This is an optimization exercise on Yosys and OpenROAD, whose aim is small area, not a production implementation. Function was checked by simulation only, so behaviour that the tests miss may differ from the original. Power and IR drop assume default switching activity.

run D:
==> module wb_regfile_sb_rport, before the edit <==
module wb_regfile_sb_rport #(
   parameter int XLEN   = 32,
   parameter bit BYPASS = 1'b1
) (
   input  logic [4:0]      addr,
   input  logic [4:0]      wb_rd,
   input  logic            wb_we,
   input  logic [XLEN-1:0] wb_data,
   input  logic [32*XLEN-1:0] regs,   
   input  logic [31:1]     valid,
   input  logic [31:1]     cnt1,
   input  logic [31:1]     cnt0,
   output logic [XLEN-1:0] data,
   output logic            busy
);
   logic [4:0]  a_n, x;
   logic [3:0]  rlo_n, rlom;
   logic [7:0]  rhi_n, rhi;
   logic [31:1] rdec, sel;
   logic        e3, byp_n, byp, az, m1, m0;
   generate
      for (genvar b = 0; b < 5; b++) begin : g_x
         wb_regfile_sb_inv   u_i (.a(addr[b]), .y(a_n[b]));
         wb_regfile_sb_xnor2 u_x (.a(addr[b]), .b(wb_rd[b]), .y(x[b]));
      end
   endgenerate
   if (BYPASS) begin : g_byp
      wb_regfile_sb_and3  u_e3 (.a(x[0]), .b(x[1]), .c(x[2]), .y(e3));
      wb_regfile_sb_nand4 u_bn (.a(e3), .b(x[3]), .c(x[4]), .d(wb_we), .y(byp_n));
      wb_regfile_sb_nor2  u_az (.a(rlo_n[0]), .b(rhi_n[0]), .y(az));
      wb_regfile_sb_nor2  u_b  (.a(byp_n), .b(az), .y(byp));
   end else begin : g_nobyp
      assign e3    = 1'b0;
      assign byp_n = 1'b1;
      assign az    = 1'b0;
      assign byp   = 1'b0;
   end
   generate
      for (genvar j = 0; j < 4; j++) begin : g_lo
         wb_regfile_sb_nand2 u_n (.a(j[1] ? addr[1] : a_n[1]),
            .b(j[0] ? addr[0] : a_n[0]), .y(rlo_n[j]));
         wb_regfile_sb_and3 u_m (.a(byp_n), .b(j[1] ? addr[1] : a_n[1]),
            .c(j[0] ? addr[0] : a_n[0]), .y(rlom[j]));
      end
      for (genvar k = 0; k < 8; k++) begin : g_hi
         wb_regfile_sb_nand3 u_n (.a(k[2] ? addr[4] : a_n[4]),
            .b(k[1] ? addr[3] : a_n[3]), .c(k[0] ? addr[2] : a_n[2]),
            .y(rhi_n[k]));
         wb_regfile_sb_inv u_i (.a(rhi_n[k]), .y(rhi[k]));
      end
      for (genvar i = 1; i < 32; i++) begin : g_dec
         wb_regfile_sb_nor2 u_d (.a(rlo_n[i%4]), .b(rhi_n[i/4]), .y(rdec[i]));
         wb_regfile_sb_and3 u_s (.a(rlom[i%4]), .b(rhi[i/4]), .c(valid[i]),
            .y(sel[i]));
      end
   endgenerate
   generate
      for (genvar b = 0; b < XLEN; b++) begin : g_bit
         logic [10:0] g;
         logic        p0, p1, p2;
         for (genvar k = 0; k < 10; k++) begin : g_grp
            wb_regfile_sb_aoi222 u_g (
               .a0(regs[(3*k+1)*XLEN+b]), .b0(sel[3*k+1]),
               .a1(regs[(3*k+2)*XLEN+b]), .b1(sel[3*k+2]),
               .a2(regs[(3*k+3)*XLEN+b]), .b2(sel[3*k+3]), .y(g[k]));
         end
         wb_regfile_sb_nand2 u_g10 (.a(regs[31*XLEN+b]), .b(sel[31]), .y(g[10]));
         wb_regfile_sb_nand4 u_p0 (.a(g[0]), .b(g[1]), .c(g[2]), .d(g[3]), .y(p0));
         wb_regfile_sb_nand4 u_p1 (.a(g[4]), .b(g[5]), .c(g[6]), .d(g[7]), .y(p1));
         wb_regfile_sb_nand3 u_p2 (.a(g[8]), .b(g[9]), .c(g[10]), .y(p2));
         wb_regfile_sb_a2111o u_y (.a(wb_data[b]), .b(byp),
            .c(p0), .d(p1), .e(p2), .y(data[b]));
      end
   endgenerate
   wb_regfile_sb_or31 u_m1 (.s(rdec), .d(cnt1), .y(m1));
   wb_regfile_sb_or31 u_m0 (.s(rdec), .d(cnt0), .y(m0));
   wb_regfile_sb_a21o u_bz (.a(m0), .b(byp_n), .c(m1), .y(busy));
endmodule
==> flow/config.mk <==
export PLATFORM = sky130hd
export DESIGN_NAME = wb_regfile_sb
export DESIGN_NICKNAME = wb_regfile_sb
export VERILOG_FILES = /design/flow/design.v
export SDC_FILE = /design/flow/constraint.sdc
export NUM_CORES = 4
export LEC_CHECK = 0
export CAP_MARGIN = 20
export CORE_MARGIN = 2
export CORE_UTILIZATION = 45
export SLEW_MARGIN = 20
export SYNTH_HIERARCHICAL = 1
export SYNTH_MINIMUM_KEEP_SIZE = 0
==> flow/constraint.sdc <==
create_clock -name core_clock -period 8.0 [get_ports {clk}]
set_input_delay 1.6000 -clock core_clock [delete_from_list [all_inputs] [get_ports {clk}]]
set_output_delay 1.6000 -clock core_clock [all_outputs]
set_load 0.01 [all_outputs]
standard.sh (not shown) runs the stock make flow with config.mk's settings and CLKGATE_MAP_FILE= SYNTH_SCRIPT=/design/flow/synth_recipe.tcl, a recipe that flattens the netlist after the stock synthesis.
==> flow/flow/run.sh <==
#!/bin/bash
# Layout flow: the standard ORFS layout (standard.sh: the unchanged
# standard synthesis, floorplan, power grid, tap cells, placement, routing),
# with two layout options changed through the ORFS variables it reads:
#  * BUFFER_PORTS_ARGS: port buffers use the small sky130_fd_sc_hd__buf_1
#    cell (every input and output port still gets its own buffer);
#  * CTS_ARGS: the clock tree uses sky130_fd_sc_hd__clkbuf_8 buffers, each
#    leaf driving up to 16 flip-flops, and inserts no dummy loads.
# Each tool's full output is in the ORFS log folder (orfs/logs/...); the
# output of the whole run is also written to run.log here.
set -euo pipefail
export BUFFER_PORTS_ARGS="-buffer_cell sky130_fd_sc_hd__buf_1"
export CTS_ARGS="-sink_clustering_enable -repair_clock_nets -dont_use_dummy_load -sink_clustering_size 16 -sink_clustering_max_diameter 100 -buf_list sky130_fd_sc_hd__clkbuf_8"
bash standard.sh finish > run.log 2>&1
Here is what was changed in the inputs of run E compared with run D.
==> flow/design.v, changed modules only <==
module wb_regfile_sb_rport #(
   parameter int XLEN   = 32,
   parameter bit BYPASS = 1'b1
) (
   input  logic [4:0]      addr,
   input  logic [4:0]      wb_rd,
   input  logic            wb_we,
   input  logic [XLEN-1:0] wb_data,
   input  logic [32*XLEN-1:0] regs,   
   input  logic [31:1]     valid,
   input  logic [31:1]     cnt1,
   input  logic [31:1]     cnt0,
   output logic [XLEN-1:0] data,
   output logic            busy
);
   logic [4:0]  a_n, x;
   logic [3:0]  rlo_n, rlom;
   logic [7:0]  rhi_n, rhi;
   logic [31:1] rdec, sel;
   logic        e3, byp_n, byp, az, m1, m0;
   generate
      for (genvar b = 0; b < 5; b++) begin : g_x
         wb_regfile_sb_inv   u_i (.a(addr[b]), .y(a_n[b]));
         wb_regfile_sb_xnor2 u_x (.a(addr[b]), .b(wb_rd[b]), .y(x[b]));
      end
   endgenerate
   if (BYPASS) begin : g_byp
      wb_regfile_sb_and3  u_e3 (.a(x[0]), .b(x[1]), .c(x[2]), .y(e3));
      wb_regfile_sb_nand4 u_bn (.a(e3), .b(x[3]), .c(x[4]), .d(wb_we), .y(byp_n));
      wb_regfile_sb_nor2  u_az (.a(rlo_n[0]), .b(rhi_n[0]), .y(az));
      wb_regfile_sb_nor2  u_b  (.a(byp_n), .b(az), .y(byp));
   end else begin : g_nobyp
      assign e3    = 1'b0;
      assign byp_n = 1'b1;
      assign az    = 1'b0;
      assign byp   = 1'b0;
   end
   generate
      for (genvar j = 0; j < 4; j++) begin : g_lo
         wb_regfile_sb_nand2 u_n (.a(j[1] ? addr[1] : a_n[1]),
            .b(j[0] ? addr[0] : a_n[0]), .y(rlo_n[j]));
         wb_regfile_sb_and3 u_m (.a(byp_n), .b(j[1] ? addr[1] : a_n[1]),
            .c(j[0] ? addr[0] : a_n[0]), .y(rlom[j]));
      end
      for (genvar k = 0; k < 8; k++) begin : g_hi
         wb_regfile_sb_nand3 u_n (.a(k[2] ? addr[4] : a_n[4]),
            .b(k[1] ? addr[3] : a_n[3]), .c(k[0] ? addr[2] : a_n[2]),
            .y(rhi_n[k]));
         wb_regfile_sb_inv u_i (.a(rhi_n[k]), .y(rhi[k]));
      end
      for (genvar i = 1; i < 32; i++) begin : g_dec
         wb_regfile_sb_nor2 u_d (.a(rlo_n[i%4]), .b(rhi_n[i/4]), .y(rdec[i]));
         wb_regfile_sb_and3 u_s (.a(rlom[i%4]), .b(rhi[i/4]), .c(valid[i]),
            .y(sel[i]));
      end
   endgenerate
   generate
      for (genvar b = 0; b < XLEN; b++) begin : g_bit
         logic [9:0] g;
         logic       p0, p1, p2, o;
         for (genvar k = 0; k < 10; k++) begin : g_grp
            wb_regfile_sb_aoi222 u_g (
               .a0(regs[(3*k+1)*XLEN+b]), .b0(sel[3*k+1]),
               .a1(regs[(3*k+2)*XLEN+b]), .b1(sel[3*k+2]),
               .a2(regs[(3*k+3)*XLEN+b]), .b2(sel[3*k+3]), .y(g[k]));
         end
         wb_regfile_sb_nand4 u_p0 (.a(g[0]), .b(g[1]), .c(g[2]), .d(g[3]), .y(p0));
         wb_regfile_sb_nand4 u_p1 (.a(g[4]), .b(g[5]), .c(g[6]), .d(g[7]), .y(p1));
         wb_regfile_sb_nand2 u_p2 (.a(g[8]), .b(g[9]), .y(p2));
         wb_regfile_sb_or3   u_o  (.a(p0), .b(p1), .c(p2), .y(o));
         wb_regfile_sb_a221o u_y  (.a(regs[31*XLEN+b]), .b(sel[31]),
            .c(wb_data[b]), .d(byp), .e(o), .y(data[b]));
      end
   endgenerate
   wb_regfile_sb_or31 u_m1 (.s(rdec), .d(cnt1), .y(m1));
   wb_regfile_sb_or31 u_m0 (.s(rdec), .d(cnt0), .y(m0));
   wb_regfile_sb_a21o u_bz (.a(m0), .b(byp_n), .c(m1), .y(busy));
endmodule
Notes after the runs:
The sequential fraction of design power of run E falls short of that of run D by 1.0 points.
Run E | status: complete | timing, DRC, antenna: pass
Run D has a lower switching share of power than run E.
Run E gives less flip-flop and latch share of the layout cell area than run D did.
Changes observed in run E relative to run D: final count of pins violating max slew roughly the same; setup slack lower; power higher; total track usage higher; iteration count of the initial detailed-routing pass higher.
From run D to run E the numbers moved as follows: total instance count after detailed placement picked up an extra about 1.1%; shortest period the worst path allows has increased; multi-input logic portion of the cell area moved down; clock power share now sits at about the same level; layout overhead on the synthesized area shows an increase of 0.59 points.
In the reports for run D and run E, the smaller final area belongs to run D.

==> port drivers added, routing unchanged <==
The flow's constraints put no driver on any port. The routed layouts listed below were extracted and timed again, unchanged, in two steps. Step 1 sets driving cells, clkbuf_16 on the clock port and buf_2 on the other inputs (assumed; they add their load-dependent delay and slew). Step 2 moves the port delays by t, midway between the first and last clock arrival at a register: inputs arrive t later, outputs are due t later. That takes back most of the time a late clock gives input paths. Slacks: no drivers / after step 1 / after step 2; pairs: no drivers / after step 1.
run | t, ns | setup WS [ns] | hold WS [ns] | worst setup path at the end | worst slew at a driven data input, ns
run D | 0.766 | 1.040 / 1.015 / 1.015 | 0.485 / 0.485 / 0.485 | input to output | 0.06
run E | 0.806 | 0.606 / 0.570 / 0.570 | 0.487 / 0.487 / 0.487 | input to output | 0.05
After both steps every run listed still meets setup and hold. For run E, which loses most, drivers alone change the setup slack by -0.036 ns; drivers and shift together by -0.036 ns.
